Background: an optimization exercise with open tools, aiming at a short achievable clock period and few clock cycles. Do not read the settings as production practice. Only simulation tests tie the RTL to the original design; equivalence was not proved. Power is estimated from default activity; no workload was simulated.

**flow/config.mk**
```make
export PLATFORM = sky130hd
export DESIGN_NAME = simpleRiscCore
export DESIGN_NICKNAME = simpleRiscCore
export VERILOG_FILES = /design/flow/design.v
export SDC_FILE = /design/flow/constraint.sdc
export NUM_CORES = 4
export LEC_CHECK = 0
export CAP_MARGIN = 20
export CORE_MARGIN = 2
export CORE_UTILIZATION = 55
export CTS_CLUSTER_SIZE = 30
export PLACE_DENSITY = 0.7
export SETUP_SLACK_MARGIN = 2.0
export SLEW_MARGIN = 30
```
**flow/constraint.sdc**
```tcl
create_clock -name core_clock -period 4.5 [get_ports {clk}]
set_input_delay 0.9000 -clock core_clock [delete_from_list [all_inputs] [get_ports {clk}]]
set_output_delay 0.9000 -clock core_clock [all_outputs]
set_load 0.01 [all_outputs]
```
**flow/design.v**
```verilog
package coreDefs;
  localparam int XLEN       = 32;   
  localparam int REG_ADDR_W = 4;
  localparam int NUM_REGS   = 16;
  localparam int OPC_W      = 5;
  localparam int IMM_W      = 16;   
  localparam int OPC_LSB   = 27;   
  localparam int IMM_BIT   = 26;   
  localparam int RD_LSB    = 22;
  localparam int RS1_LSB   = 18;
  localparam int RS2_LSB   = 14;
  localparam int MOD_U_BIT = 16;   
  localparam int MOD_H_BIT = 17;   
  localparam int OFFSET_W  = 27;   
  typedef enum logic [OPC_W-1:0] {
    OP_ADD = 5'b00000,
    OP_SUB = 5'b00001,
    OP_CMP = 5'b00101,
    OP_AND = 5'b00110,
    OP_OR  = 5'b00111,
    OP_NOT = 5'b01000,
    OP_MOV = 5'b01001,
    OP_LSL = 5'b01010,
    OP_LSR = 5'b01011,
    OP_ASR = 5'b01100,
    OP_NOP = 5'b01101,
    OP_BEQ = 5'b10000,
    OP_BGT = 5'b10001,
    OP_B   = 5'b10010
  } opcodeT;
  typedef enum logic [3:0] {
    ALU_ADD,
    ALU_SUB,
    ALU_CMP,
    ALU_AND,
    ALU_OR,
    ALU_NOT,
    ALU_MOV,
    ALU_LSL,
    ALU_LSR,
    ALU_ASR,
    ALU_NONE
  } aluOpT;
  typedef enum logic [1:0] {
    BR_NONE,
    BR_EQ,
    BR_GT,
    BR_ALWAYS
  } brKindT;
endpackage
`timescale 1ns/1ps
module simpleRiscCore #(
  parameter int IMEM_DEPTH = 256
) (
  input  logic                          clk,
  input  logic                          rst,
  input  logic                          progWr,
  input  logic [$clog2(IMEM_DEPTH)-1:0] progAddr,
  input  logic [31:0]                   progData,
  output logic                          wbValid,
  output logic [3:0]                    wbReg,
  output logic [31:0]                   wbData,
  output logic                          flagGt,
  output logic                          flagEq
);
  localparam logic [3:0] OPI_ADD = 4'd0;
  localparam logic [3:0] OPI_SUB = 4'd1;
  localparam logic [3:0] OPI_AND = 4'd2;
  localparam logic [3:0] OPI_OR  = 4'd3;
  localparam logic [3:0] OPI_NOT = 4'd4;
  localparam logic [3:0] OPI_MOV = 4'd5;
  localparam logic [3:0] OPI_LSL = 4'd6;
  localparam logic [3:0] OPI_LSR = 4'd7;
  localparam logic [3:0] OPI_ASR = 4'd8;
  logic        wV;
  logic [7:0]  wA;
  logic [31:0] wD;
  always_ff @(posedge clk) begin
    wV <= progWr;
    wA <= progAddr;
    wD <= progData;
  end
  logic [4:0]  pdCtl;
  logic        pdBr;
  logic [31:0] pdWord;
  always_comb begin
    pdCtl = 5'b00000;
    case (wD[31:27])
      5'b00000: pdCtl = {1'b1, OPI_ADD};
      5'b00001: pdCtl = {1'b1, OPI_SUB};
      5'b00110: pdCtl = {1'b1, OPI_AND};
      5'b00111: pdCtl = {1'b1, OPI_OR};
      5'b01000: pdCtl = {1'b1, OPI_NOT};
      5'b01001: pdCtl = {1'b1, OPI_MOV};
      5'b01010: pdCtl = {1'b1, OPI_LSL};
      5'b01011: pdCtl = {1'b1, OPI_LSR};
      5'b01100: pdCtl = {1'b1, OPI_ASR};
      5'b00101: pdCtl = 5'b01000;
      5'b10000: pdCtl = 5'b00100;
      5'b10001: pdCtl = 5'b00010;
      5'b10010: pdCtl = 5'b00001;
      default:  pdCtl = 5'b00000;
    endcase
    pdBr   = (wD[31:29] == 3'b100) && (wD[28:27] != 2'b11);
    pdWord = {pdCtl, wD[26:8], pdBr ? (wA + wD[7:0]) : wD[7:0]};
  end
  logic [15:0][31:0] wWord;
  logic [15:0][15:0] wEn;
  always_ff @(posedge clk) begin
    for (int r = 0; r < 16; r++) begin
      if (wV && (wA[7:4] == 4'(r))) begin
        wWord[r] <= pdWord;
      end
      for (int c = 0; c < 16; c++) begin
        wEn[r][c] <= wV && (wA == 8'(16 * r + c));
      end
    end
  end
  logic [15:0][15:0][31:0] imem;
  for (genvar r = 0; r < 16; r++) begin : g_row
    for (genvar c = 0; c < 16; c++) begin : g_col
      always_ff @(posedge clk) begin
        if (wEn[r][c]) begin
          imem[r][c] <= wWord[r];
        end
      end
    end
  end
  logic              go;
  logic [7:0]        pc, pcNext;
  logic [3:0]        selBn, selC, selDn;
  logic [3:0]        selB, selD;
  logic [15:0][31:0] l1;
  logic [15:0]       l1HiOh;
  logic              l1V;
  logic [31:0]       l2;
  logic [31:0]       ir;
  logic              irV;
  assign selB = ~selBn;
  assign selD = ~selDn;
  always_ff @(posedge clk) begin
    for (int g = 0; g < 16; g++) begin
      case (g / 4)
        0:       l1[g] <= imem[g][pc[3:0]];
        1:       l1[g] <= imem[g][selB];
        2:       l1[g] <= imem[g][selC];
        default: l1[g] <= imem[g][selD];
      endcase
      l1HiOh[g] <= (pc[7:4] == 4'(g));
    end
  end
  always_comb begin
    l2 = '0;
    for (int g = 0; g < 16; g++) begin
      l2 = l2 | (l1[g] & {32{l1HiOh[g]}});
    end
  end
  always_ff @(posedge clk or posedge rst) begin
    if (rst) begin
      go  <= 1'b0;
      l1V <= 1'b0;
      irV <= 1'b0;
    end else begin
      go  <= 1'b1;
      l1V <= go;
      irV <= l1V;
    end
  end
  logic        a2Wr;
  logic [3:0]  a2Rd;
  logic        l2FwdA, l2FwdB;
  logic [15:0] ohA, ohB;
  logic        fwdA, fwdB;
  logic [31:0] l2Imm, immV;
  always_comb begin
    case (l2[17:16])
      2'b01:   l2Imm = {16'd0, l2[15:0]};
      2'b10:   l2Imm = {l2[15:0], 16'd0};
      default: l2Imm = {{16{l2[15]}}, l2[15:0]};
    endcase
  end
  assign l2FwdA = a2Wr && (a2Rd == l2[21:18]);
  assign l2FwdB = a2Wr && (a2Rd == l2[17:14]) && !l2[26];
  always_ff @(posedge clk) begin
    ir     <= l2;
    fwdA   <= l2FwdA;
    fwdB   <= l2FwdB;
    immV   <= l2Imm & {32{l2[26]}};
    for (int i = 0; i < 16; i++) begin
      ohA[i] <= (l2[21:18] == 4'(i)) && !l2FwdA;
      ohB[i] <= (l2[17:14] == 4'(i)) && !l2FwdB && !l2[26];
    end
  end
  logic              opWr, opCmp, opBeq, opBgt, opBalw;
  logic [3:0]        opOp;
  logic [3:0]        opRd;
  logic [15:0][31:0] rf;
  logic [31:0]       opA, opB;
  logic [31:0]       rsData;
  assign opWr   = irV & ir[31];
  assign opCmp  = irV & ~ir[31] & ir[30];
  assign opBeq  = irV & ~ir[31] & ir[29];
  assign opBgt  = irV & ~ir[31] & ir[28];
  assign opBalw = irV & ~ir[31] & ir[27];
  assign opOp   = ir[30:27];
  assign opRd   = ir[25:22];
  always_comb begin
    opA = rsData & {32{fwdA}};
    opB = (rsData & {32{fwdB}}) | immV;
    for (int i = 0; i < 16; i++) begin
      opA = opA | (rf[i] & {32{ohA[i]}});
      opB = opB | (rf[i] & {32{ohB[i]}});
    end
  end
  logic [31:0] cmpG0, cmpE0;
  logic [15:0] cmpG1, cmpE1;
  logic [7:0]  cmpG2, cmpE2;
  logic [3:0]  cmpG3, cmpE3;
  logic [1:0]  cmpG4, cmpE4;
  logic        cmpGt, cmpEq;
  assign cmpG0 = {~opA[31] & opB[31], opA[30:0] & ~opB[30:0]};   
  assign cmpE0 = ~(opA ^ opB);
  for (genvar i = 0; i < 16; i++) begin : g_cmp1
    assign cmpG1[i] = cmpG0[2*i+1] | (cmpE0[2*i+1] & cmpG0[2*i]);
    assign cmpE1[i] = cmpE0[2*i+1] & cmpE0[2*i];
  end
  for (genvar i = 0; i < 8; i++) begin : g_cmp2
    assign cmpG2[i] = cmpG1[2*i+1] | (cmpE1[2*i+1] & cmpG1[2*i]);
    assign cmpE2[i] = cmpE1[2*i+1] & cmpE1[2*i];
  end
  logic [7:0] a1G2, a1E2;
  for (genvar i = 0; i < 4; i++) begin : g_cmp3
    assign cmpG3[i] = a1G2[2*i+1] | (a1E2[2*i+1] & a1G2[2*i]);
    assign cmpE3[i] = a1E2[2*i+1] & a1E2[2*i];
  end
  for (genvar i = 0; i < 2; i++) begin : g_cmp4
    assign cmpG4[i] = cmpG3[2*i+1] | (cmpE3[2*i+1] & cmpG3[2*i]);
    assign cmpE4[i] = cmpE3[2*i+1] & cmpE3[2*i];
  end
  assign cmpGt = cmpG4[1] | (cmpE4[1] & cmpG4[0]);
  assign cmpEq = cmpE4[1] & cmpE4[0];
  logic a1Cmp;
  logic flGt, flEq;
  logic curGt, curEq, taken;
  assign curGt = a1Cmp ? cmpGt : flGt;
  assign curEq = a1Cmp ? cmpEq : flEq;
  assign taken = opBalw | (opBeq & curEq) | (opBgt & curGt);
  assign pcNext = !go ? 8'd0 : taken ? ir[7:0] : pc + 8'd1;
  always_ff @(posedge clk or posedge rst) begin
    if (rst) begin
      pc <= '0;
    end else begin
      pc <= pcNext;
    end
  end
  always_ff @(posedge clk or posedge rst) begin
    if (rst) begin
      selBn <= 4'hf;
    end else begin
      selBn <= ~pcNext[3:0];
    end
  end
  always_ff @(posedge clk) begin
    if (rst) begin
      selC  <= 4'h0;
      selDn <= 4'hf;
    end else begin
      selC  <= pcNext[3:0];
      selDn <= ~pcNext[3:0];
    end
  end
  logic        a1Wr;
  logic        a1Sub, a1Add, a1Logic, a1Lsl, a1Lsr, a1Asr;
  logic [1:0]  a1LogSel;
  logic [3:0]  a1Rd;
  logic [31:0] a1A, a1B, a1Bx;
  always_ff @(posedge clk or posedge rst) begin
    if (rst) begin
      a1Wr  <= 1'b0;
      a1Cmp <= 1'b0;
    end else begin
      a1Wr  <= opWr;
      a1Cmp <= opCmp;
    end
  end
  always_ff @(posedge clk) begin
    a1G2     <= cmpG2;
    a1E2     <= cmpE2;
    a1A      <= opA;
    a1B      <= opB;
    a1Bx     <= (opOp == OPI_SUB) ? ~opB : opB;
    a1Rd     <= opRd;
    a1Sub    <= (opOp == OPI_SUB);
    a1Add    <= (opOp == OPI_ADD) || (opOp == OPI_SUB);
    a1Logic  <= (opOp == OPI_AND) || (opOp == OPI_OR) || (opOp == OPI_NOT) || (opOp == OPI_MOV);
    a1LogSel <= opOp[1:0];
    a1Lsl    <= (opOp == OPI_LSL);
    a1Lsr    <= (opOp == OPI_LSR);
    a1Asr    <= (opOp == OPI_ASR);
  end
  always_ff @(posedge clk or posedge rst) begin
    if (rst) begin
      flGt <= 1'b0;
      flEq <= 1'b0;
    end else if (a1Cmp) begin
      flGt <= cmpGt;
      flEq <= cmpEq;
    end
  end
  logic [3:0][8:0] a1S0, a1S1;
  logic [31:0] a1Log;
  logic [31:0] a1Shl, a1Shr;
  logic        a1Sat;
  for (genvar i = 0; i < 4; i++) begin : g_add
    if (i == 0) begin : g_lo
      assign a1S0[i] = {1'b0, a1A[7:0]} + {1'b0, a1Bx[7:0]} + {8'd0, a1Sub};
      assign a1S1[i] = a1S0[i];
    end else begin : g_hi
      assign a1S0[i] = {1'b0, a1A[8*i +: 8]} + {1'b0, a1Bx[8*i +: 8]};
      assign a1S1[i] = {1'b0, a1A[8*i +: 8]} + {1'b0, a1Bx[8*i +: 8]} + 9'd1;
    end
  end
  always_comb begin
    case (a1LogSel)
      2'b10:   a1Log = a1A & a1B;    
      2'b11:   a1Log = a1A | a1B;    
      2'b00:   a1Log = ~a1B;         
      default: a1Log = a1B;          
    endcase
  end
  logic a1Fill;
  assign a1Fill = a1Asr & a1A[31];
  assign a1Sat  = |a1B[31:5];
  assign a1Shl  = a1A << {a1B[4:2], 2'b00};
  assign a1Shr  = 32'($signed({a1Fill, a1A}) >>> {a1B[4:2], 2'b00});
  logic        a2Gt, a2Eq;
  logic        a2Add, a2Logic, a2Lsl, a2Rsh, a2Sat, a2Fill;
  logic [3:0][8:0] a2S0, a2S1;
  logic [31:0] a2Log, a2Shl, a2Shr;
  logic [1:0]  a2Sh;
  always_ff @(posedge clk or posedge rst) begin
    if (rst) begin
      a2Wr <= 1'b0;
    end else begin
      a2Wr <= a1Wr;
    end
  end
  always_ff @(posedge clk) begin
    a2Rd    <= a1Rd;
    a2Gt    <= flGt;
    a2Eq    <= flEq;
    a2Add   <= a1Add;
    a2Logic <= a1Logic;
    a2Lsl   <= a1Lsl;
    a2Rsh   <= a1Lsr | a1Asr;
    a2Sat   <= a1Sat;
    a2Fill  <= a1Fill;
    a2S0    <= a1S0;
    a2S1    <= a1S1;
    a2Log   <= a1Log;
    a2Shl   <= a1Shl;
    a2Shr   <= a1Shr;
    a2Sh    <= a1B[1:0];
  end
  logic [31:0] a2Sum, a2ShlF, a2ShrF, a2Res;
  logic [3:0] a2C;   
  assign a2C[0] = 1'b0;
  assign a2C[1] = a2S0[0][8];
  assign a2C[2] = a2S0[1][8] | (a2S1[1][8] & a2C[1]);
  assign a2C[3] = a2S0[2][8] | (a2S1[2][8] & a2C[2]);
  for (genvar i = 0; i < 4; i++) begin : g_sum
    assign a2Sum[8*i +: 8] = a2C[i] ? a2S1[i][7:0] : a2S0[i][7:0];
  end
  assign a2ShlF = a2Sat ? 32'd0 : (a2Shl << a2Sh);
  assign a2ShrF = a2Sat ? {32{a2Fill}} : 32'($signed({a2Fill, a2Shr}) >>> a2Sh);
  always_comb begin
    a2Res = '0;
    if (a2Add)   a2Res = a2Res | a2Sum;
    if (a2Logic) a2Res = a2Res | a2Log;
    if (a2Lsl)   a2Res = a2Res | a2ShlF;
    if (a2Rsh)   a2Res = a2Res | a2ShrF;
  end
  logic [15:0] rsWen;
  logic        woV;
  logic [3:0]  woRd;
  logic [31:0] woData;
  logic        woGt, woEq;
  always_ff @(posedge clk or posedge rst) begin
    if (rst) begin
      rsWen  <= '0;
      rsData <= '0;
      woV    <= 1'b0;
    end else begin
      for (int i = 0; i < 16; i++) begin
        rsWen[i] <= a2Wr && (a2Rd == 4'(i));
      end
      rsData <= a2Res;
      woV    <= a2Wr;
    end
  end
  always_ff @(posedge clk) begin
    woRd   <= a2Rd;
    woData <= a2Res;
    woGt   <= a2Gt;
    woEq   <= a2Eq;
  end
  for (genvar i = 0; i < 16; i++) begin : g_rf
    always_ff @(posedge clk or posedge rst) begin
      if (rst) begin
        rf[i] <= '0;
      end else if (rsWen[i]) begin
        rf[i] <= rsData;
      end
    end
  end
  assign wbValid = woV;
  assign wbReg   = woRd;
  assign wbData  = woData;
  assign flagGt  = woGt;
  assign flagEq  = woEq;
endmodule
```
**flow/run.sh**
```bash
#!/bin/bash
# synth_recipe.tcl (not shown) runs the flow's synth.tcl, then flattens the netlist and writes it again
# the make line also repeats each setting of config.mk as NAME=value (left out here)
make -C /OpenROAD-flow-scripts/flow DESIGN_CONFIG=/design/flow/config.mk WORK_HOME=/design/flow/orfs CLKGATE_MAP_FILE= SYNTH_SCRIPT=/design/flow/synth_recipe.tcl finish
```
==> results of run 1 <==
==> metal layers <==
layer / routed length (um) / vias to the layer above / GRT usage / share of wire
met5: 363 / - / 0 / 0.00031
met4: 68000 / 46 / 0.171 / 0.058
met3: 174000 / 2867 / 0.114 / 0.15
met2: 526000 / 16000 / 0.470 / 0.45
met1: 404000 / 106000 / 0.437 / 0.34
li1: - / 78900 / - / -
==> layout by cell type, fill, tap and decap left out, drive strengths merged, types with 107 or more instances in the layout <==
master  count
edfxtp   8704
mux4     2155
clkbuf   1549
dfxtp    1254
buf      1048
mux2      665
dfrtp     577
mux2i     513
a22oi     436
nor2      425
a21oi     361
a221oi    358
o21ai     347
diode     329
clkinv    278
nand2     262
a22o      207
nand3     133
a211oi    110
inv       107
==> kinds of logic after synthesis <==
logic type / after synthesis
mux: 3333
xor+xnor: 99
simple gates: 1129
other cells: 1
fa+ha+maj: 85
flops: 10500
compound gates: 2027
buf+inv: 1154
==> synth_stat cells (8+ instances only) <==
cell      number
a22o_1       207
o21ai_0      347
dfrtp_1      577
mux2_2       665
dfxtp_1     1254
o211ai_1      28
clkbuf_1     590
buf_2        288
nor4_1         8
mux4_2      2155
a21o_1        30
and2_1        18
nor2b_1       77
a22oi_1      436
nand3_1      133
mux2i_1      513
a21oi_1      360
nand2b_1      18
xor2_1        59
nand4_1       59
nor3_1        30
ha_1          72
o21a_1         9
nand2_1      262
buf_1        167
nor2_1       424
inv_1         97
a222oi_1      40
and3_1        60
xnor2_1       40
a211oi_1     110
o221ai_1      40
o22ai_1       21
a221oi_1     354
edfxtp_1    8704
and4_1        15
==> power groups by stage <==
stage / clock (uW) / sequential (uW) / combinational (uW)
6_report: 88000 / 121000 / 42600
2_1_floorplan: 0 / 114000 / 24700
3_5_place_dp: 0 / 123000 / 36400
5_1_grt: 92100 / 121000 / 43900
4_1_cts: 88400 / 120000 / 40200
3_3_place_gp: 0 / 123000 / 36000
==> layout make-up <==
cell class	instances	area (um^2)	area share
multi-input combinational	6677	84100	0.188
tap	9300	11600	0.0261
clock buffer	1520	30900	0.0692
clock inverter	371	3500	0.00783
timing repair buffer	1146	13500	0.0302
antenna	329	823	0.00184
sequential	10500	302000	0.676
inverter	101	412	0.000922
==> registers in the layout (all words and copies together) (netlist names), 26 cells and up <==
register,flops
a1A,32
woData,32
imem,8192
a1Bx,32
wD,32
a2Log,32
a2S0,26
a2Shl,32
a1B,32
wEn,256
rsData,32
a2Shr,32
wWord,512
l1,512
immV,32
rf,512
a2S1,35
==> stage by stage <==
step	std cells	utilization	area (um^2)	power [uW]	TNS (ns)
2_1_floorplan	18400	-	388000	139000	-2519.28
3_3_place_gp	27400	0.574	404000	159000	0
3_5_place_dp	27400	0.574	404000	159000	0
4_1_cts	29500	0.630	443000	249000	0
5_1_grt	29700	0.634	446000	257000	0
6_report	30000	0.635	447000	252000	0
==> what timing repair did <==
item | CTS | global route
buffers inserted | 162 | 101
pin swaps | 34 | 51
cloned | 49 | 31
resized for setup | 570 | 186
endpoints found under the setup margin | 1072 | 497
==> path summary, 6_finish.rpt <==
| kind | depth (start not counted) | from | slack (ns) | end |
|---|---|---|---|---|
| min | 1 | progData[10] | 0.09 | wD[10] |
| max in group asynchronous | 4 | rst | 2.75 | rf[171] |
| max | 1 | woV | 1.68 | wbValid |
| max reg2reg | 6 | l1HiOh[0] | 1.81 | immV[25] |
| min in group asynchronous | 2 | rst | 0.41 | rf[391] |
| min reg2reg | 0 | a1Add | 0.33 | a2Add |
==> out/metrics.yaml, run 1 <==
place:
  dp_slack_ns: 1.05
  gp_congestion: 0.942
  hpwl_um: 663000
  io_buffers: 81
worst_setup_path:
  timing.critical_path.cells: "buf_6"
  critical_path_required_ns: 3.60
  critical_path_arrival_ns: 1.92
  critical_path_class: "reg2out"
  worstPathMaxFanout: 1
  critical-path-slowest-cell: "dfrtp_2"
  largest_stage_delay_on_the_critical_path_ns: 0.52
  endpoint_kind_of_the_worst_setup_timing_path: "output port"
  critPathLaunchType: "flop"
  critPathTopFamily: "flip-flops"
  critical_path_buf_inv_count: 1
floorplan:
  floorplan.core_area_mm2: 0.704
  start_util: 0.552
  floorplan.rows: 308
  die_height_um: 844
  die_area_mm2: 0.713
  floorplan.io_pins: 82
  fp.dieW_um: 844
timing:
  setup_viol: 0
  final_critical_path_setup_slack_ns: 1.68
  hold_ws_ns: 0.0921
  final-hold-violation-count: 0
  skew_final_ns: 0.0930
  max_slew_margin: 0.238
  max_freq_ghz: 0.354
  finalWorstPathRequiredPeriod_ns: 2.82
  max_slew.worst_pin.slew_ns: 1.14
  fin_crit_sh: 0.628
  timing_max_transition_violations_final: 0
  rsz0062_at_grt: "true"
synthesis:
  ys.flop_type: "edfxtp_1"
  syn-num-nets: 18500
  synthXorXnorAreaFrac: 0.00223
  syn-instance-count: 18400
  synthSimpleGateAreaFrac: 0.0134
  syn_area_mm2: 0.388
  main_combinational_cell_family_by_area_after_synthesis: "multiplexers"
  async_flop_share: 0.0551
  synth_adder_area_share: 0.00281
  largest_area_contributor_in_the_netlist: "edfxtp_1"
  ys_top_cells_by_area: "edfxtp_1 67%, mux4_2 12%, dfxtp_1 6.5%"
  synth_top_area_share: 0.673
  post_synth_edffs: 8704
  synth.mux.area_fraction: 0.157
  synth-warning-count: 1
  area_fraction_in_compound_gates_after_synthesis: 0.0369
  synthDistinctLibCells: 69
  synth.ff_latch_count: 10500
  synthesis.area_per_instance_um2: 21.1
  synth.yosys.seq_area_share: 0.775
clock_network:
  worst_setup_hold_path_clk_slew_ns: 0.06
  tritoncts_num_sinks: 10500
  cts_max_level: 7
  clock_insertion_delay_worst_skew_ns: 1.24
  tritoncts: "done"
  clk_tree_root_cell: "clkbuf_16"
  cts-root-to-sink-buffers: 5
  holdBufCountCts: 0
  tritoncts.num_buffers: 1099
power_and_ir_drop:
  internal_portion_of_total_power_uw: 181000
  total_power_density_per_cell_area_mw_per_mm2: 564
  leakagePower_uw: 0.151
  peakVddDrop_mv: 0.574
  seq_power_share: 0.482
  netSwitchingPower_uw: 71200
  clkPwrFrac: 0.349
  share_comb_of_total_power: 0.169
  p_sw_frac: 0.283
status:
  result_of_the_run: "complete, no violations"
drt:
  dr.first_iter.drc_count: 36200
  firstDrtPassIters: 10
  routedWlPerCell_um: 39.1
  antenna_violating_nets_post_route: 0
  post-route-drc-count: 0
  route.vias.total: 204000
  wl_um: 1170000
  routed_via_density: 6.81
layout:
  area_growth_syn_to_layout_pct: 15.0
  fillCellCount: 46000
  post_route_cells_drive_above_1_share: 0.298
  final_nets: 19700
global_route:
  antenna_found_initial: 146
  largest_net_degree_at_the_start_of_global_routing: 175
  grt_overflow: 0
  globalRouteTotalUtil: 0.324
  grt_pass1_wl_um: 1580000
  first_global_vias: 195000
min_path:
  hold_path_class: "in2reg"
job:
  drv_cap: 0
Testbench counts, summed over its fixed seeds: cycles 46,731.
==> inputs of run 2 (changes only) <==
--- a/flow/design.v
+++ b/flow/design.v
@@ -73,11 +73,14 @@
   localparam logic [3:0] OPI_LSR = 4'd7;
   localparam logic [3:0] OPI_ASR = 4'd8;
-  logic        wV;
   logic [7:0]  wA;
   logic [31:0] wD;
+  logic [15:0] wRowV, wColOh;
   always_ff @(posedge clk) begin
-    wV <= progWr;
     wA <= progAddr;
     wD <= progData;
+    for (int i = 0; i < 16; i++) begin
+      wRowV[i]  <= progWr && (progAddr[7:4] == 4'(i));
+      wColOh[i] <= (progAddr[3:0] == 4'(i));
+    end
   end
   logic [4:0]  pdCtl;
@@ -109,9 +112,9 @@
   always_ff @(posedge clk) begin
     for (int r = 0; r < 16; r++) begin
-      if (wV && (wA[7:4] == 4'(r))) begin
+      if (wRowV[r]) begin
         wWord[r] <= pdWord;
       end
       for (int c = 0; c < 16; c++) begin
-        wEn[r][c] <= wV && (wA == 8'(16 * r + c));
+        wEn[r][c] <= wRowV[r] && wColOh[c];
       end
     end
@@ -129,6 +132,5 @@
   logic              go;
   logic [7:0]        pc, pcNext;
-  logic [3:0]        selBn, selC, selDn;
-  logic [3:0]        selB, selD;
+  logic [15:0]       selLo, selHiN;
   logic [15:0][31:0] l1;
   logic [15:0]       l1HiOh;
@@ -137,14 +139,20 @@
   logic [31:0]       ir;
   logic              irV;
-  assign selB = ~selBn;
-  assign selD = ~selDn;
+  logic [15:0][31:0] l1Next;
+  always_comb begin
+    for (int g = 0; g < 16; g++) begin
+      l1Next[g] = '0;
+      for (int c = 0; c < 16; c++) begin
+        if (g < 8) begin
+          l1Next[g] = l1Next[g] | (imem[g][c] & {32{selLo[c]}});
+        end else begin
+          l1Next[g] = l1Next[g] | (imem[g][c] & {32{~selHiN[c]}});
+        end
+      end
+    end
+  end
   always_ff @(posedge clk) begin
+    l1 <= l1Next;
     for (int g = 0; g < 16; g++) begin
-      case (g / 4)
-        0:       l1[g] <= imem[g][pc[3:0]];
-        1:       l1[g] <= imem[g][selB];
-        2:       l1[g] <= imem[g][selC];
-        default: l1[g] <= imem[g][selD];
-      endcase
       l1HiOh[g] <= (pc[7:4] == 4'(g));
     end
@@ -225,12 +233,12 @@
     assign cmpE1[i] = cmpE0[2*i+1] & cmpE0[2*i];
   end
+  logic [15:0] a1G1, a1E1;
   for (genvar i = 0; i < 8; i++) begin : g_cmp2
-    assign cmpG2[i] = cmpG1[2*i+1] | (cmpE1[2*i+1] & cmpG1[2*i]);
-    assign cmpE2[i] = cmpE1[2*i+1] & cmpE1[2*i];
+    assign cmpG2[i] = a1G1[2*i+1] | (a1E1[2*i+1] & a1G1[2*i]);
+    assign cmpE2[i] = a1E1[2*i+1] & a1E1[2*i];
   end
-  logic [7:0] a1G2, a1E2;
   for (genvar i = 0; i < 4; i++) begin : g_cmp3
-    assign cmpG3[i] = a1G2[2*i+1] | (a1E2[2*i+1] & a1G2[2*i]);
-    assign cmpE3[i] = a1E2[2*i+1] & a1E2[2*i];
+    assign cmpG3[i] = cmpG2[2*i+1] | (cmpE2[2*i+1] & cmpG2[2*i]);
+    assign cmpE3[i] = cmpE2[2*i+1] & cmpE2[2*i];
   end
   for (genvar i = 0; i < 2; i++) begin : g_cmp4
@@ -254,18 +262,8 @@
     end
   end
-  always_ff @(posedge clk or posedge rst) begin
-    if (rst) begin
-      selBn <= 4'hf;
-    end else begin
-      selBn <= ~pcNext[3:0];
-    end
-  end
   always_ff @(posedge clk) begin
-    if (rst) begin
-      selC  <= 4'h0;
-      selDn <= 4'hf;
-    end else begin
-      selC  <= pcNext[3:0];
-      selDn <= ~pcNext[3:0];
+    for (int c = 0; c < 16; c++) begin
+      selLo[c]  <= (pcNext[3:0] == 4'(c));
+      selHiN[c] <= (pcNext[3:0] != 4'(c));
     end
   end
@@ -285,6 +283,6 @@
   end
   always_ff @(posedge clk) begin
-    a1G2     <= cmpG2;
-    a1E2     <= cmpE2;
+    a1G1     <= cmpG1;
+    a1E1     <= cmpE1;
     a1A      <= opA;
     a1B      <= opB;
@@ -312,12 +310,15 @@
   logic [31:0] a1Shl, a1Shr;
   logic        a1Sat;
+  logic [3:0][9:0] a1T0, a1T1;
   for (genvar i = 0; i < 4; i++) begin : g_add
     if (i == 0) begin : g_lo
-      assign a1S0[i] = {1'b0, a1A[7:0]} + {1'b0, a1Bx[7:0]} + {8'd0, a1Sub};
-      assign a1S1[i] = a1S0[i];
+      assign a1T0[i] = {1'b0, a1A[7:0], a1Sub} + {1'b0, a1Bx[7:0], a1Sub};
+      assign a1T1[i] = a1T0[i];
     end else begin : g_hi
-      assign a1S0[i] = {1'b0, a1A[8*i +: 8]} + {1'b0, a1Bx[8*i +: 8]};
-      assign a1S1[i] = {1'b0, a1A[8*i +: 8]} + {1'b0, a1Bx[8*i +: 8]} + 9'd1;
+      assign a1T0[i] = {1'b0, a1A[8*i +: 8], 1'b0} + {1'b0, a1Bx[8*i +: 8], 1'b0};
+      assign a1T1[i] = {1'b0, a1A[8*i +: 8], 1'b1} + {1'b0, a1Bx[8*i +: 8], 1'b1};
     end
+    assign a1S0[i] = a1T0[i][9:1];
+    assign a1S1[i] = a1T1[i][9:1];
   end
   always_comb begin
@@ -390,5 +391,4 @@
       rsWen  <= '0;
       rsData <= '0;
-      woV    <= 1'b0;
     end else begin
       for (int i = 0; i < 16; i++) begin
@@ -396,8 +396,8 @@
       end
       rsData <= a2Res;
-      woV    <= a2Wr;
     end
   end
   always_ff @(posedge clk) begin
+    woV    <= a2Wr;
     woRd   <= a2Rd;
     woData <= a2Res;
==> run 2 against run 1 <==
Compared with the run above:
- total power shrank 1.6%
- die area shrank 4.3%
- largest power group unchanged
- setup slack improved by 0.0017 ns
- via count increased by 9.8%
- fmax hardly changed
- global-route usage increased by 4.2 points
- clock skew down 0.0021 ns
- largest cell class unchanged
- sequential share of layout area is 3.6 points higher
- register-to-register slack lost 0.13 ns
- clock-buffer cell count grew 21
==> out/metrics.yaml, run 2 <==
timing:
  setup_viol: 0
  timing_max_transition_violations_final: 0
  final-hold-violation-count: 0
  fin_crit_sh: 0.627
  skew_final_ns: 0.0910
  finalWorstPathRequiredPeriod_ns: 2.82
  max_slew.worst_pin.slew_ns: 1.25
  setup_total_negative_slack_ns: 0
  max_slew_margin: 0.164
  rsz0062_at_grt: "true"
  hold_ws_ns: 0.105
  max_freq_ghz: 0.354
clock_network:
  clock_insertion_delay_worst_skew_ns: 1.27
  cts_max_level: 7
  cts-root-to-sink-buffers: 5
  holdBufCountCts: 0
  tritoncts: "done"
  tritoncts_num_sinks: 10600
  worst_setup_hold_path_clk_slew_ns: 0.07
  tritoncts.num_buffers: 1096
  clk_tree_root_cell: "clkbuf_16"
drt:
  routedWlPerCell_um: 41.6
  post-route-drc-count: 0
  wl_um: 1280000
  route.vias.total: 224000
  firstDrtPassIters: 7
  dr.first_iter.drc_count: 42400
  antenna_violating_nets_post_route: 0
  routed_via_density: 7.27
synthesis:
  synthDistinctLibCells: 68
  synthesis.area_per_instance_um2: 18.8
  synthXorXnorAreaFrac: 0.00229
  synth-warning-count: 1
  ys_top_cells_by_area: "edfxtp_1 70%, dfxtp_1 7.1%, a221oi_1 5.3%"
  synth_adder_area_share: 0.00312
  synth.yosys.seq_area_share: 0.813
  synth.mux.area_fraction: 0.0218
  main_combinational_cell_family_by_area_after_synthesis: "compound AO/OA/AOI/OAI gates"
  syn_area_mm2: 0.372
  syn-num-nets: 19900
  post_synth_edffs: 8704
  synth.ff_latch_count: 10600
  synth_top_area_share: 0.703
  synthSimpleGateAreaFrac: 0.0226
  area_fraction_in_compound_gates_after_synthesis: 0.122
  largest_area_contributor_in_the_netlist: "edfxtp_1"
  commonest_cells_post_synth: "8704 x edfxtp_1, 2254 x a221oi_1, 2248 x a22o_1"
  ys.flop_type: "edfxtp_1"
  async_flop_share: 0.0543
  yosysMostFrequentCell: "edfxtp_1"
  syn-instance-count: 19800
floorplan:
  start_util: 0.553
  floorplan.core_area_mm2: 0.673
  fp.dieW_um: 826
  floorplan.io_pins: 82
  die_area_mm2: 0.682
  die_height_um: 826
  floorplan.rows: 301
min_path:
  holdPathEnd: "wD[5]"
  hold_start: "progData[5]"
  hold_path_class: "in2reg"
  hold_depth: 1
layout:
  finish.instance_area_mm2: 0.426
  final_cell_mix: "8704 x edfxtp_1, 2244 x a22o_1, 2218 x a221oi_1"
  layout.area.seq_mm2: 0.303
  largest_register_ffs: 8192
  area_taken_by_multi_input_logic_gates_mm2: 0.0646
  top_register: "imem"
  post_route_cells_drive_above_1_share: 0.171
  fillCellCount: 45000
  final_nets: 20800
  finalCoreUtilization: 0.633
  layout.cells.most_common: "edfxtp_1"
  area_growth_syn_to_layout_pct: 14.5
power_and_ir_drop:
  p_sw_frac: 0.295
  internal_portion_of_total_power_uw: 175000
  power_uw: 248000
  leakagePower_uw: 0.143
  seq_power_share: 0.504
  netSwitchingPower_uw: 73000
  clkPwrFrac: 0.352
  share_comb_of_total_power: 0.143
  total_power_density_per_cell_area_mw_per_mm2: 582
  peakVddDrop_mv: 0.486
worst_setup_path:
  timing.critical_path.cells: "buf_4 > a221oi_1 > nand4_1"
  largest_stage_delay_on_the_critical_path_ns: 0.96
  endpoint_kind_of_the_worst_setup_timing_path: "flop"
  r2r_slack_ns: 1.68
  critPathTopFamily: "simple AND/OR/NAND/NOR gates"
  critical-path-slowest-cell: "nand4_1"
  worstPathMaxFanout: 20
  r2r_end: "l1[48]"
  critPathLaunchType: "flop"
  critical_path_class: "reg2reg"
  r2r_cells: 3
  critical_path_required_ns: 5.22
  critical_path_arrival_ns: 3.55
  critical_path_buf_inv_count: 1
  timing.rr.start: "selLo[5]"
global_route:
  first_global_vias: 206000
  globalRouteTotalUtil: 0.366
  antenna_found_initial: 173
  largest_net_degree_at_the_start_of_global_routing: 132
  grt_overflow: 0
  grt_pass1_wl_um: 1710000
place:
  hpwl_um: 716000
  io_buffers: 81
  dpl-instance-area_mm2: 0.387
  gp_congestion: 0.973
status:
  result_of_the_run: "complete, no violations"
job:
  drv_cap: 0
run 2: cell count changes after synthesis, sizes merged, moves of 135 or more:
cell    change
a22o     +2041
and2      +270
nand2     -135
a21oi     -190
nor2      -216
a221oi   +1905
buf       -280
mux2i     -392
clkbuf    +521
o21ai     -266
mux4     -2122
nand4     +530
run 2: per-stage QoR:
step	std cells	worst slack (ns)
6_report	30800	1.68
5_1_grt	30500	1.85
4_1_cts	30300	1.78
3_5_place_dp	28300	1.24
3_3_place_gp	28300	1.17
2_1_floorplan	19800	-4.25
run 2: power by group through the flow:
stage,clock network [uW],registers [uW],logic (uW)
2_1_floorplan,0,116000,18400
3_3_place_gp,0,126000,30900
3_5_place_dp,0,126000,31300
4_1_cts,87200,124000,32700
5_1_grt,90900,124000,36200
6_report,87300,125000,35600
run 2: worst register-to-register path: cells and delay by family (launching register included):
kind / cells / cell delay, ns
AO/OA/AOI/OAI: 1 / 0.37
AND/OR/NAND/NOR: 1 / 0.96
buffers and inverters: 1 / 0.49
flip-flops: 1 / 0.51
run 2: cell type report:
cell class,instances,share of cell area
repair inverters,7,0.000173
clock buffers,1541,0.0725
repair buffers,1063,0.0254
well taps,8938,0.0263
flip-flops and latches,10600,0.712
clock inverters,348,0.00737
diodes,470,0.00276
multi-input cells,7743,0.152
inverters,121,0.00168
run 2: what timing repair did:
| action | 4_1_cts | 5_1_grt |
|---|---|---|
| setup buffers | 72 | 82 |
| gates resized for setup | 276 | 145 |
| endpoints found under the setup margin | 271 | 225 |
| pin swaps | 17 | 20 |
| gates cloned | 9 | 21 |
run 2: how the worst max path moves through the flow:
stage / end / cells past startpoint / startpoint / slack (ns)
2_1_floorplan: a1Cmp / 1 / rst / -4.25
3_3_place_gp: selHiN[4] / 6 / a1E1[3] / 1.17
3_5_place_dp: immV[30] / 8 / l1HiOh[0] / 1.24
4_1_cts: immV[3] / 10 / l1HiOh[13] / 1.78
5_1_grt: wbReg[1] / 1 / woRd[1] / 1.85
6_report: l1[48] / 3 / selLo[5] / 1.68
run 2: cell families (layout without fill, tap and decap cells):
| family | count (synthesis) | after routing |
|---|---|---|
| flip-flops | 10600 | 10600 |
| other | 1 | 471 |
| XOR/XNOR | 97 | 97 |
| AND/OR/NAND/NOR | 1499 | 1501 |
| buffers and inverters | 1415 | 3080 |
| adder cells (fa/ha/maj) | 88 | 88 |
| AO/OA/AOI/OAI | 5354 | 5355 |
| multiplexers | 701 | 701 |
run 2: routing by layer:
layer,vias to the layer above,track usage,part of all wire
li1,85500,-,-
met1,113000,0.469,0.33
met2,21400,0.521,0.43
met3,3913,0.133,0.16
met4,58,0.255,0.075
met5,-,0,0.00042
Testbench counts of run 2, summed over its fixed seeds: cycles 46,731.
==> inputs of run 3 (changes only) <==
--- a/flow/design.v
+++ b/flow/design.v
@@ -132,5 +132,5 @@
   logic              go;
   logic [7:0]        pc, pcNext;
-  logic [15:0]       selLo, selHiN;
+  logic [3:0]        selP, selN, selNi;
   logic [15:0][31:0] l1;
   logic [15:0]       l1HiOh;
@@ -140,13 +140,13 @@
   logic              irV;
   logic [15:0][31:0] l1Next;
+  assign selNi = ~selN;
   always_comb begin
     for (int g = 0; g < 16; g++) begin
-      l1Next[g] = '0;
-      for (int c = 0; c < 16; c++) begin
-        if (g < 8) begin
-          l1Next[g] = l1Next[g] | (imem[g][c] & {32{selLo[c]}});
-        end else begin
-          l1Next[g] = l1Next[g] | (imem[g][c] & {32{~selHiN[c]}});
-        end
+      if (g < 4) begin
+        l1Next[g] = imem[g][pc[3:0]];
+      end else if (g < 10) begin
+        l1Next[g] = imem[g][selP];
+      end else begin
+        l1Next[g] = imem[g][selNi];
       end
     end
@@ -263,8 +263,6 @@
   end
   always_ff @(posedge clk) begin
-    for (int c = 0; c < 16; c++) begin
-      selLo[c]  <= (pcNext[3:0] == 4'(c));
-      selHiN[c] <= (pcNext[3:0] != 4'(c));
-    end
+    selP <= pcNext[3:0];
+    selN <= ~pcNext[3:0];
   end
   logic        a1Wr;
==> run 3 against run 2 <==
Compared with the run above:
- now fails the layout checks on antenna violations
- synthesized cell count shrank 6.9%
- area after synthesis grew 4.9%
- via count shrank 9.4%
- combinational power grew 38%
- sequential share of layout area shrank 3.3 points
- register-to-register slack gained 0.06 ns
- non-clock buffer count shrank 54
- clock-buffer cell count grew 11
- fmax grew 2.3%
==> out/metrics.yaml, run 3 <==
synthesis:
  area_fraction_in_compound_gates_after_synthesis: 0.0362
  synthXorXnorAreaFrac: 0.00213
  synth_adder_area_share: 0.00298
  synth-warning-count: 1
  synthSimpleGateAreaFrac: 0.0147
  yosysMostFrequentCell: "edfxtp_1"
  ys.flop_type: "edfxtp_1"
  synthDistinctLibCells: 73
  main_combinational_cell_family_by_area_after_synthesis: "multiplexers"
  synth_top_area_share: 0.670
  largest_area_contributor_in_the_netlist: "edfxtp_1"
  async_flop_share: 0.0544
  syn-instance-count: 18400
  syn_area_mm2: 0.390
  synth.ff_latch_count: 10600
  ys_top_cells_by_area: "edfxtp_1 67%, mux4_2 12%, dfxtp_1 6.7%"
  synth.yosys.seq_area_share: 0.774
  post_synth_edffs: 8704
  synthesis.area_per_instance_um2: 21.2
  commonest_cells_post_synth: "8704 x edfxtp_1, 2159 x mux4_2, 1302 x dfxtp_1"
  synth.mux.area_fraction: 0.158
  syn-num-nets: 18500
power_and_ir_drop:
  total_power_density_per_cell_area_mw_per_mm2: 588
  p_sw_frac: 0.289
  netSwitchingPower_uw: 75800
  peakVddDrop_mv: 0.467
  clkPwrFrac: 0.339
  seq_power_share: 0.474
  internal_portion_of_total_power_uw: 186000
  share_comb_of_total_power: 0.188
  leakagePower_uw: 0.150
status:
  violatedChecks: "antenna violations"
  result_of_the_run: "failed layout checks"
clock_network:
  tritoncts: "done"
  cts-root-to-sink-buffers: 5
  clock_insertion_delay_worst_skew_ns: 1.30
  cts_max_level: 7
  tritoncts_num_sinks: 10600
  tritoncts.num_buffers: 1113
  clk_tree_root_cell: "clkbuf_16"
  worst_setup_hold_path_clk_slew_ns: 0.07
drt:
  routed_via_density: 6.77
  route.vias.total: 203000
  firstDrtPassIters: 10
  met3_wirelength_um: 164000
  highest_metal_layer_with_signal_wires: "met5"
  post-route-drc-count: 0
  wl_um: 1160000
  m1_wire_length_um: 396000
  wl_met2_um: 534000
  dr.first_iter.drc_count: 35800
  antenna_violating_nets_post_route: 2
  routedWlPerCell_um: 38.6
floorplan:
  floorplan.io_pins: 82
  die_height_um: 846
  die_area_mm2: 0.716
  start_util: 0.551
  fp.dieW_um: 846
  floorplan.rows: 309
  floorplan.core_area_mm2: 0.707
worst_setup_path:
  worstPathMaxFanout: 7
  timing.rr.start: "l1HiOh[12]"
  critical_path_required_ns: 5.39
  endpoint_kind_of_the_worst_setup_timing_path: "flop"
  critPathLaunchType: "flop"
  largest_stage_delay_on_the_critical_path_ns: 0.70
  crit_top_cell: "buf_12"
  critical_path_class: "reg2reg"
  critPathTopFamily: "compound AO/OA/AOI/OAI gates"
  r2r_slack_ns: 1.74
  critical_path_buf_inv_count: 3
  timing.critical_path.cells: "buf_12 > buf_12 > buf_4 > a22o_1 > a221oi_1 > nand4_1"
  r2r_end: "ir[28]"
  critical_path_arrival_ns: 3.65
  r2r_cells: 6
  critical-path-slowest-cell: "a221oi_1"
timing:
  setup_viol: 0
  max_slew.worst_pin.slew_ns: 1.14
  skew_final_ns: 0.101
  fin_crit_sh: 0.613
  hold_ws_ns: 0.0822
  max_freq_ghz: 0.363
  timing_max_transition_violations_final: 0
  max_slew_margin: 0.238
  final-hold-violation-count: 0
  finalWorstPathRequiredPeriod_ns: 2.76
  rsz0062_at_grt: "true"
global_route:
  grt_overflow: 0
  grt_pass1_wl_um: 1570000
  globalRouteTotalUtil: 0.320
  antenna_found_initial: 156
  largest_net_degree_at_the_start_of_global_routing: 109
  first_global_vias: 195000
min_path:
  hold_depth: 1
  hold_path_class: "in2reg"
  holdPathEnd: "wD[15]"
  hold_start: "progData[15]"
place:
  io_buffers: 81
  hpwl_um: 660000
  gp_congestion: 0.938
layout:
  top_register: "imem"
  layout.cells.most_common: "edfxtp_1"
  final_nets: 19600
  area_growth_syn_to_layout_pct: 14.3
  post_route_cells_drive_above_1_share: 0.290
  largest_register_ffs: 8192
  final_cell_mix: "8704 x edfxtp_1, 2159 x mux4_2, 1154 x clkbuf_16"
  finalCoreUtilization: 0.630
job:
  drv_cap: 0
[run 3: changes by cell type in the layout (fill, tap and decap cells not counted), moves of 37 or more]
cell / previous run / this run
mux4_2: 33 / 2159
a22o_1: 2244 / 199
a221oi_1: 2218 / 302
nand4_1: 588 / 73
mux2i_1: 121 / 538
o21ai_0: 75 / 330
a21oi_1: 167 / 346
a22oi_1: 330 / 448
mux2_2: 546 / 659
diode_2: 470 / 376
nand2_1: 126 / 219
buf_4: 774 / 682
nor2b_1: 14 / 59
buf_6: 28 / 65
[run 3: how the worst max path moves through the flow]
| stage | startpoint | endpoint | cells past startpoint |
|---|---|---|---|
| after global placement | l1HiOh[7] | ohB[7] | 6 |
| final | l1HiOh[12] | ir[28] | 6 |
| after detailed placement | pc[2] | l1[113] | 5 |
| after floorplan | rst | a1Cmp | 1 |
| after global routing | woData[9] | wbData[9] | 1 |
| after CTS | woData[9] | wbData[9] | 1 |
[run 3: area by class of cell]
type / count / area [um^2]
Multi-Input combinational cell: 6655 / 84400
Antenna cell: 376 / 941
Inverter: 109 / 414
Tap cell: 9330 / 11700
Fill cell: 46600 / 261000
Clock inverter: 368 / 3590
Sequential cell: 10600 / 303000
Clock buffer: 1552 / 31200
Timing Repair Buffer: 1009 / 10900
[run 3: cells by family (layout without fill, tap and decap cells)]
| kind of cell | Yosys count | after routing |
|---|---|---|
| fa+ha+maj | 88 | 88 |
| other cells | 1 | 377 |
| simple gates | 1110 | 1114 |
| mux | 3361 | 3361 |
| flops | 10600 | 10600 |
| buf+inv | 1163 | 3038 |
| compound gates | 1996 | 1996 |
| xor+xnor | 95 | 95 |
[run 3: routing by layer]
metal / GRT usage / up-vias
met2: 0.484 / 15600
met5: 0 / -
met4: 0.160 / 52
met1: 0.425 / 106000
li1: - / 78800
met3: 0.0987 / 2807
[run 3: repair_timing]
item                                   4_1_cts  5_1_grt
buffers inserted                            94       45
pin swaps                                   12       34
gates cloned                                17       13
endpoints found under the hold margin        5        0
hold buffers                                 2        0
setup endpoints to repair                  738      245
gates resized for setup                    401      134
[run 3: power groups by stage]
stage          Sequential (uW)  Combinational (uW)  Clock, uW
2_1_floorplan           116000               31400          0
3_3_place_gp            126000               44100          0
3_5_place_dp            126000               44800          0
4_1_cts                 123000               47500      89400
5_1_grt                 124000               51100      93100
6_report                124000               49100      88800
[run 3: per-stage QoR]
step	total power, uW	cell area, um^2	cells	setup slack, ns	TNS, ns
after floorplan	147000	390000	18400	-4.25	-2446.58
after global placement	170000	406000	27500	0.909	0
after detailed placement	170000	406000	27500	0.934	0
after CTS	260000	443000	29500	1.76	0
after global routing	268000	445000	29700	1.80	0
final	262000	446000	30000	1.74	0
Testbench counts of run 3, summed over its fixed seeds: cycles 46,731.

separate check: timing with driven ports:
How much do the figures lean on ideal ports? The routed layouts below were timed once more, with nothing changed but the port constraints. Step 1 (the two cells are an assumption about what drives the block):
set clk [get_ports {clk}]
set_driving_cell -lib_cell sky130_fd_sc_hd__clkbuf_16 $clk
set_driving_cell -lib_cell sky130_fd_sc_hd__buf_2 [delete_from_list [all_inputs] $clk]
Step 2 moves the port delays by t, midway between the first and last clock arrival at a register: inputs arrive t later, outputs are due t later. That takes back most of the time a late clock gives input paths. Three values: no drivers, after step 1, after step 2; two values: the first two.
run	t, ns	slack for setup (ns)	hold WS [ns]	clock arrival spread, ns	cell pins on the clock port's net
run 1	1.329	1.675 / 1.543 / 1.499	0.092 / -0.018 / 0.327	0.107 / 0.108	1
run 2	1.356	1.677 / 1.677 / 1.677	0.105 / -0.008 / 0.330	0.107 / 0.107	1
run 3	1.377	1.741 / 1.694 / 1.314	0.082 / -0.031 / 0.319	0.118 / 0.118	1
For run 3, which loses most, drivers alone change the setup slack by -0.047 ns; drivers and shift together by -0.427 ns. The worst setup slack also covers recovery checks on asynchronous resets.
